Background: an optimization exercise with open tools, aiming at a short achievable clock period and few clock cycles per item. Do not read the settings as production practice.
Only simulation tests tie the RTL to the original design; equivalence was not proved.
Power figures rest on the tool's default switching activity, not on a simulated workload.

==> job 3823 <==
Design rv_exec_top, start of the top module:
module rv_exec_top
#(
  parameter int XLEN = XLEN_DEFAULT
) (
  input  logic            in_clk,
  input  logic            in_rst,
  input  logic            instr_valid_i,
  output logic                 instr_ready_o,
  input  logic [4:0]        op_i,
  input  logic [4:0]      rd_i,
  input  logic [4:0]      rs1_i,
  input  logic [4:0]      rs2_i,
  input  logic [XLEN-1:0] imm_i,
  input  logic [XLEN-1:0] pc_i,
  output logic                 res_valid_o,
  input  logic            res_ready_i,
  output logic [4:0]           res_rd_o,
  output logic [XLEN-1:0]      res_data_o
);
  logic                accept;
  logic                hold;
  logic                held;
  logic [NUM_REGS-1:0] rsel1;
  logic [NUM_REGS-1:0] rsel2;
  logic [3:0][XLEN-1:0] rgrp1;
  logic [3:0][XLEN-1:0] rgrp2;
  logic                d_valid;
  logic [4:0]          d_rd;
  logic [XLEN-1:0]     d_a;
  logic [XLEN-1:0]     d_b;
  logic                d_fx1;
  logic                d_fx2;
  logic                d_fr1;
  logic                d_fr2;
  logic                d_inv;
  logic                d_sgn;
  logic                d_sel_add;
  logic                d_sel_lt;
  logic                d_log_and;
  logic                d_log_xor;
  logic                d_sel_sll;
  logic                d_sel_sr;
  logic                d_sra;
  logic [3:0]          d_sh_h;
  logic [3:0]          d_sh_m;
  logic                d_sh_4;
  logic                x_valid;
  logic [4:0]          x_rd;
  logic                r_valid;
  logic [4:0]          r_rd;
  logic [XLEN-1:0]     r_data;
  logic [NUM_REGS-1:0] r_wsel;
  rv_regfile #(.XLEN(XLEN)) u_regfile (
    .in_clk   (in_clk),
    .in_rst   (in_rst),
    .rsel1_i  (rsel1),
    .rsel2_i  (rsel2),
    .rgrp1_o  (rgrp1),
  ...
Settings: LEC_CHECK=0, CAP_MARGIN=20, CORE_MARGIN=2, CORE_UTILIZATION=65, CTS_CLUSTER_DIAMETER=100, CTS_CLUSTER_SIZE=20, SETUP_SLACK_MARGIN=3.2, SLEW_MARGIN=20, SYNTH_HIERARCHICAL=1; clock period 5.5 ns.
run.sh (not shown) runs the stock make flow with config.mk's settings and CLKGATE_MAP_FILE= SYNTH_SCRIPT=/design/flow/synth_recipe.tcl, a recipe that flattens the netlist after the stock synthesis.
==> job 6673: changes against job 3823 <==
--- a/flow/design.v
+++ b/flow/design.v
@@ -80,18 +80,16 @@
   input  logic [XLEN-1:0]     pc_i,
   output logic                hold_o,
   output logic                held_o,
   output logic [NUM_REGS-1:0] rsel1_o,
   output logic [NUM_REGS-1:0] rsel2_o,
   input  logic [3:0][XLEN-1:0] rgrp1_i,
   input  logic [3:0][XLEN-1:0] rgrp2_i,
   input  logic [XLEN-1:0]     r_data_i,
-  input  logic                x_valid_i,
-  input  logic [4:0]          x_rd_i,
   output logic                d_valid_o,
   output logic [4:0]          d_rd_o,
   output logic [XLEN-1:0]     d_a_o,
   output logic [XLEN-1:0]     d_b_o,
   output logic                d_fx1_o,
   output logic                d_fx2_o,
   output logic                d_fr1_o,
   output logic                d_fr2_o,
@@ -153,49 +151,103 @@
       n_op  = op_i;
       n_rd  = rd_i;
       n_rs1 = rs1_i;
       n_rs2 = rs2_i;
       n_imm = imm_i;
       n_pc  = pc_i;
     end
   end
+  logic i_rs1_used, i_rs2_used, i_shift, i_pc_used;
+  logic i_fx1, i_fx2, i_fr1, i_fr2, i_fb1, i_fb2;
+  logic       e_valid;
+  logic [4:0] e_rd;
+  always_ff @(posedge in_clk or negedge in_rst) begin
+    if (!in_rst) begin
+      e_valid <= 1'b0;
+    end else begin
+      e_valid <= d_valid_o;
+    end
+  end
+  always_ff @(posedge in_clk) begin
+    e_rd <= d_rd_o;
+  end
+  always_comb begin
+    i_rs1_used = (op_i != OP_LUI) && (op_i != OP_AUIPC) && (rs1_i != REG_X0);
+    i_rs2_used = (op_i >= OP_ADD) && (rs2_i != REG_X0);
+    i_pc_used  = (op_i == OP_AUIPC);
+    i_shift    = (op_i == OP_SLLI) || (op_i == OP_SRLI) || (op_i == OP_SRAI) ||
+                 (op_i == OP_SLL)  || (op_i == OP_SRL)  || (op_i == OP_SRA);
+    i_fx1 = i_rs1_used && f_valid   && (f_rd   == rs1_i);
+    i_fx2 = i_rs2_used && f_valid   && (f_rd   == rs2_i);
+    i_fr1 = i_rs1_used && d_valid_o && (d_rd_o == rs1_i);
+    i_fr2 = i_rs2_used && d_valid_o && (d_rd_o == rs2_i);
+    i_fb1 = i_rs1_used && e_valid && (e_rd == rs1_i);
+    i_fb2 = i_rs2_used && e_valid && (e_rd == rs2_i);
+  end
+  logic s_rs1_used, s_rs2_used, s_shift, s_pc_used;
+  logic s_fx1, s_fx2, s_fb1, s_fb2;
+  always_ff @(posedge in_clk) begin
+    if (!s_valid) begin
+      s_rs1_used <= i_rs1_used;
+      s_rs2_used <= i_rs2_used;
+      s_pc_used  <= i_pc_used;
+      s_shift    <= i_shift;
+      s_fx1      <= i_fx1;
+      s_fx2      <= i_fx2;
+      s_fb1      <= i_fr1;
+      s_fb2      <= i_fr2;
+    end
+  end
   logic n_rs1_used, n_rs2_used, n_shift, n_pc_used;
+  logic n_fx1, n_fx2, n_fr1, n_fr2, n_fb1, n_fb2;
   always_comb begin
-    n_rs1_used = (n_op != OP_LUI) && (n_op != OP_AUIPC) && (n_rs1 != REG_X0);
-    n_rs2_used = (n_op >= OP_ADD) && (n_rs2 != REG_X0);
-    n_pc_used  = (n_op == OP_AUIPC);
-    n_shift    = (n_op == OP_SLLI) || (n_op == OP_SRLI) || (n_op == OP_SRAI) ||
-                 (n_op == OP_SLL)  || (n_op == OP_SRL)  || (n_op == OP_SRA);
+    if (s_valid) begin
+      n_rs1_used = s_rs1_used;
+      n_rs2_used = s_rs2_used;
+      n_pc_used  = s_pc_used;
+      n_shift    = s_shift;
+      n_fx1      = s_fx1;
+      n_fx2      = s_fx2;
+      n_fr1      = 1'b0;
+      n_fr2      = 1'b0;
+      n_fb1      = s_fb1;
+      n_fb2      = s_fb2;
+    end else begin
+      n_rs1_used = i_rs1_used;
+      n_rs2_used = i_rs2_used;
+      n_pc_used  = i_pc_used;
+      n_shift    = i_shift;
+      n_fx1      = i_fx1;
+      n_fx2      = i_fx2;
+      n_fr1      = i_fr1;
+      n_fr2      = i_fr2;
+      n_fb1      = i_fb1;
+      n_fb2      = i_fb2;
+    end
   end
   logic                f_valid;
   logic [4:0]          f_op;
   logic [4:0]          f_rd;
   logic [XLEN-1:0]     f_imm;
   logic [XLEN-1:0]     f_pc;
   logic                f_pc_used;
+  logic                f_shift;
   logic                f_imm_used;
   logic [NUM_REGS-1:0] f_oh1, f_oh2;
   logic [NUM_REGS-1:0] f_rsel1, f_rsel2;
   logic                f_fx1, f_fx2;
   logic                f_fr1, f_fr2;
   logic                f_fb1, f_fb2;
   logic [NUM_REGS-1:0] n_oh1, n_oh2;
-  logic                n_fx1, n_fx2, n_fr1, n_fr2, n_fb1, n_fb2;
   always_comb begin
     for (int i = 0; i < NUM_REGS; i++) begin
       n_oh1[i] = n_rs1_used && (n_rs1 == 5'(i));
       n_oh2[i] = n_rs2_used && (n_rs2 == 5'(i));
     end
-    n_fx1 = n_rs1_used && f_valid   && (f_rd   == n_rs1);
-    n_fx2 = n_rs2_used && f_valid   && (f_rd   == n_rs2);
-    n_fr1 = n_rs1_used && d_valid_o && (d_rd_o == n_rs1);
-    n_fr2 = n_rs2_used && d_valid_o && (d_rd_o == n_rs2);
-    n_fb1 = n_rs1_used && x_valid_i && (x_rd_i == n_rs1);
-    n_fb2 = n_rs2_used && x_valid_i && (x_rd_i == n_rs2);
   end
   always_ff @(posedge in_clk or negedge in_rst) begin
     if (!in_rst) begin
       f_valid <= 1'b0;
       f_fx1   <= 1'b0;
       f_fx2   <= 1'b0;
       f_fr1   <= 1'b0;
       f_fr2   <= 1'b0;
@@ -220,16 +272,17 @@
   end
   always_ff @(posedge in_clk) begin
     if (!f_stall) begin
       f_op       <= n_op;
       f_rd       <= n_rd;
       f_imm      <= n_imm;
       f_pc       <= n_pc;
       f_pc_used  <= n_pc_used;
+      f_shift    <= n_shift;
       f_imm_used <= (n_op < OP_ADD);
       f_oh1      <= n_oh1;
       f_oh2      <= n_oh2;
       f_rsel1    <= n_oh1 & {NUM_REGS{!n_fb1 && !n_fr1}};
       f_rsel2    <= n_oh2 & {NUM_REGS{!n_fb2 && !n_fr2}};
     end else begin
       f_rsel1    <= f_oh1 & {NUM_REGS{!f_fr1 && !f_fx1}};
       f_rsel2    <= f_oh2 & {NUM_REGS{!f_fr2 && !f_fx2}};
@@ -271,19 +324,26 @@
       OP_XOR:   begin sel_xor = 1'b1; end
       OP_SRL:   begin sel_sr = 1'b1; end
       OP_SRA:   begin sel_sr = 1'b1; sra = 1'b1; end
       OP_OR:    begin sel_or = 1'b1; end
       OP_AND:   begin sel_and = 1'b1; end
       default:  ;
     endcase
   end
-  logic d_shift;
-  assign d_shift = (d_sel_sll_o || d_sel_sr_o) && (d_fx1_o || d_fx2_o);
-  assign f_stall = f_valid && (f_fx1 || f_fx2) && d_shift;
+  logic stall_nxt;
+  assign stall_nxt = !f_stall && (s_valid || accept_i) &&
+                     (((n_fx1 || n_fx2) && f_valid && f_shift && f_fx1) || (n_fx2 && n_shift));
+  always_ff @(posedge in_clk or negedge in_rst) begin
+    if (!in_rst) begin
+      f_stall <= 1'b0;
+    end else begin
+      f_stall <= stall_nxt;
+    end
+  end
   logic [4:0] amt;
   logic [3:0] amt_h;
   logic [3:0] amt_m;
   always_comb begin
     amt = ({5{f_fb2 && !f_fr2}} & r_data_i[4:0]) | ({5{f_imm_used}} & f_imm[4:0]);
     for (int k = 0; k < 4; k++) begin
       amt = amt | rgrp2_i[k][4:0];
     end
@@ -363,57 +423,50 @@
   output logic                r_valid_o,
   output logic [4:0]          r_rd_o,
   output logic [XLEN-1:0]     r_data_o,
   output logic [NUM_REGS-1:0] r_wsel_o
 );
   localparam int W  = XLEN + 1;
   logic [XLEN-1:0] x_a;
   logic [XLEN-1:0] x_b;
+  logic [NUM_REGS-1:0] x_wsel;   
   logic            x_inv;
   logic            x_sgn;
   logic            x_sel_add;
   logic            x_sel_lt;
   logic            x_log_and;
   logic            x_log_xor;
   logic [XLEN-1:0] x_shv;       
-  logic            x_sll_slow;   
-  logic            x_sr_slow;    
+  logic [3:0]      xsh_l;        
+  logic [3:0]      xsh_r;        
+  logic [3:0]      xsh_m;
+  logic            xsh_4;
   logic            x_sra;
   logic [W-1:0] ea;
   logic [W-1:0] eb;
   logic [W-1:0] g;
   logic [W-1:0] p;
   logic [W-1:0] cy;
   assign ea = {~x_sgn | x_a[XLEN-1], x_a};
   assign eb = {x_sgn & x_b[XLEN-1], x_b};
   assign g  = ea & eb;
   assign p  = ea ^ eb;
   rv_carry #(.W(W)) u_carry (
     .a_i  (ea),
     .b_i  (eb),
     .cy_o (cy)
   );
-  logic [4:0]      xamt;
-  logic [3:0]      xsh_h;
-  logic [3:0]      xsh_m;
   logic [XLEN-1:0] xsh;
-  assign xamt = x_b[4:0];
-  always_comb begin
-    for (int k = 0; k < 4; k++) begin
-      xsh_h[k] = (xamt[1:0] == 2'(k));
-      xsh_m[k] = (xamt[3:2] == 2'(k));
-    end
-  end
   rv_shift #(.XLEN(XLEN)) u_xshift (
     .a_i     (x_a),
-    .shl_h_i (xsh_h & {4{x_sll_slow}}),
-    .shr_h_i (xsh_h & {4{x_sr_slow}}),
+    .shl_h_i (xsh_l),
+    .shr_h_i (xsh_r),
     .m_i     (xsh_m),
-    .s4_i    (xamt[4]),
+    .s4_i    (xsh_4),
     .fill_i  (x_sra & x_a[XLEN-1]),
     .y_o     (xsh)
   );
   logic [XLEN-1:0] other;
   logic [XLEN-1:0] sp;
   logic [XLEN-1:0] res_c0;    
   logic [XLEN-1:0] res_c1;    
   logic [XLEN-1:0] csel;      
@@ -484,38 +537,41 @@
     if (!in_rst) begin
       x_valid_o <= 1'b0;
     end else begin
       x_valid_o <= d_valid_i;
     end
   end
   always_ff @(posedge in_clk) begin
     x_rd_o    <= d_rd_i;
+    for (int i = 0; i < NUM_REGS; i++) begin
+      x_wsel[i] <= (d_rd_i == 5'(i)) && (i != 0);
+    end
     x_a       <= a_nxt;
     x_b       <= b_nxt;
     x_inv     <= d_inv_i;
     x_sgn     <= d_sgn_i;
     x_sel_add <= d_sel_add_i;
     x_sel_lt  <= d_sel_lt_i;
     x_log_and <= d_log_and_i;
     x_log_xor <= d_log_xor_i;
     x_shv      <= d_shv;
-    x_sll_slow <= d_sel_sll_i && !d_sh_fast;
-    x_sr_slow  <= d_sel_sr_i && !d_sh_fast;
+    xsh_l      <= dsh_h & {4{d_sel_sll_i && !d_sh_fast}};
+    xsh_r      <= dsh_h & {4{d_sel_sr_i && !d_sh_fast}};
+    xsh_m      <= dsh_m;
+    xsh_4      <= d_fr2_i ? damt[4] : d_sh_4_i;
     x_sra      <= d_sra_i && !d_sh_fast;
   end
   always_ff @(posedge in_clk or negedge in_rst) begin
     if (!in_rst) begin
       r_valid_o <= 1'b0;
       r_wsel_o  <= '0;
     end else begin
       r_valid_o <= x_valid_o;
-      for (int i = 0; i < NUM_REGS; i++) begin
-        r_wsel_o[i] <= x_valid_o && (x_rd_o == 5'(i)) && (i != 0);
-      end
+      r_wsel_o  <= x_wsel & {NUM_REGS{x_valid_o}};
     end
   end
   always_ff @(posedge in_clk) begin
     r_rd_o   <= x_rd_o;
     r_data_o <= result;
   end
 endmodule
 module rv_carry
@@ -852,18 +908,16 @@
     .pc_i        (pc_i),
     .hold_o      (hold),
     .held_o      (held),
     .rsel1_o     (rsel1),
     .rsel2_o     (rsel2),
     .rgrp1_i     (rgrp1),
     .rgrp2_i     (rgrp2),
     .r_data_i    (r_data),
-    .x_valid_i   (x_valid),
-    .x_rd_i      (x_rd),
     .d_valid_o   (d_valid),
     .d_rd_o      (d_rd),
     .d_a_o       (d_a),
     .d_b_o       (d_b),
     .d_fx1_o     (d_fx1),
     .d_fx2_o     (d_fx2),
     .d_fr1_o     (d_fr1),
     .d_fr2_o     (d_fr2),
- CORE_UTILIZATION: 65 -> 72
==> summary of the runs <==
In job 6673 the sequential power is higher than in job 3823, by about 3%. Of job 6673 and job 3823, job 3823 has the higher non-clock buffer count (gap 67). Clock skew: job 3823 is lower than job 6673 (0.0036 ns). Against job 3823, the die area of job 6673 is smaller by 8.2%. In job 6673 the core utilization is higher than in job 3823, by 6.2 points. Global-route usage: job 3823 is lower than job 6673 (3.6 points). Cell count: job 3823 is larger than job 6673 (about 1.2%). Between job 6673 and job 3823, the lower via count is in job 3823 (gap about 2.3%, measured against job 3823). Against job 6673, the cell area of job 3823 is larger by about 0.37%.
==> figures <==
Run status: job 3823 timing/DRC/antenna clean; job 6673 timing/DRC/antenna clean
Netlist Area Pre-Place: job 3823 98800 µm²; job 6673 100000 µm²
Met1 global-route usage: job 3823 57.2%; job 6673 59.6%
Synthesized area per cell: job 3823 11.9 µm²; job 6673 11.9 µm²
Total global routing track utilization: job 3823 45.1%; job 6673 48.7%
Hold slack final: job 3823 0.299 ns; job 6673 0.239 ns
Count of plain and timing-repair buffers in the layout: job 3823 578; job 6673 511
Met2 GRT Util: job 3823 64.4%; job 6673 68.9%
Internal Power: job 3823 32.3 mW; job 6673 32.8 mW
CP Data Arrival Time: job 3823 3.22 ns; job 6673 3.21 ns
Vias post-DR: job 3823 77170; job 6673 78907
Clock tree skew after final layout: job 3823 0.0622 ns; job 6673 0.0658 ns
Area enclosed by the die boundary: job 3823 155000 µm²; job 6673 142000 µm²
Critical-path maximum fanout: job 3823 16; job 6673 8
Critical R2R Capture: job 3823 u_alu.r_data_o[6]; job 6673 u_alu.x_shv[10]
Number of buffers inserted during clock tree synthesis: job 3823 118; job 6673 120
Height of the die: job 3823 394 µm; job 6673 377 µm
Number of antenna repair diodes: job 3823 24; job 6673 14
Clock insertion delay at the later pin of the skew report: job 3823 0.83 ns; job 6673 0.82 ns
Testbench counts of job 3823, summed over its fixed seeds: cycles 12,057, items 12,000.
Testbench counts of job 6673, summed over its fixed seeds: cycles 12,106, items 12,000.

## separate check: timing with driven ports
No port has a modelled driver above. Below, the same layouts with a new extraction and two added sets of constraints.
Step 1, drivers: a clkbuf_16 drives in_clk and a buf_2 each remaining input, both assumed.
Step 2 times the ports against the registers' clock, not the clock port: input delays grow and output delays shrink by t, the midpoint of the rising clock arrivals with the driver on.
Slacks: no drivers / after step 1 / after step 2; pairs: no drivers / after step 1.
run	t (ns)	setup WS [ns]	hold WS [ns]	slew at the worst register clock pin (ns)
job 3823	0.881	2.962 / 2.962 / 2.202	0.299 / 0.269 / 0.328	0.09 / 0.09
job 6673	0.867	2.988 / 2.988 / 2.435	0.239 / 0.208 / 0.330	0.10 / 0.10
After both steps setup and hold are still met in every run listed. For job 3823, which loses most, drivers alone change the setup slack by 0.000 ns; drivers and shift together by -0.760 ns.
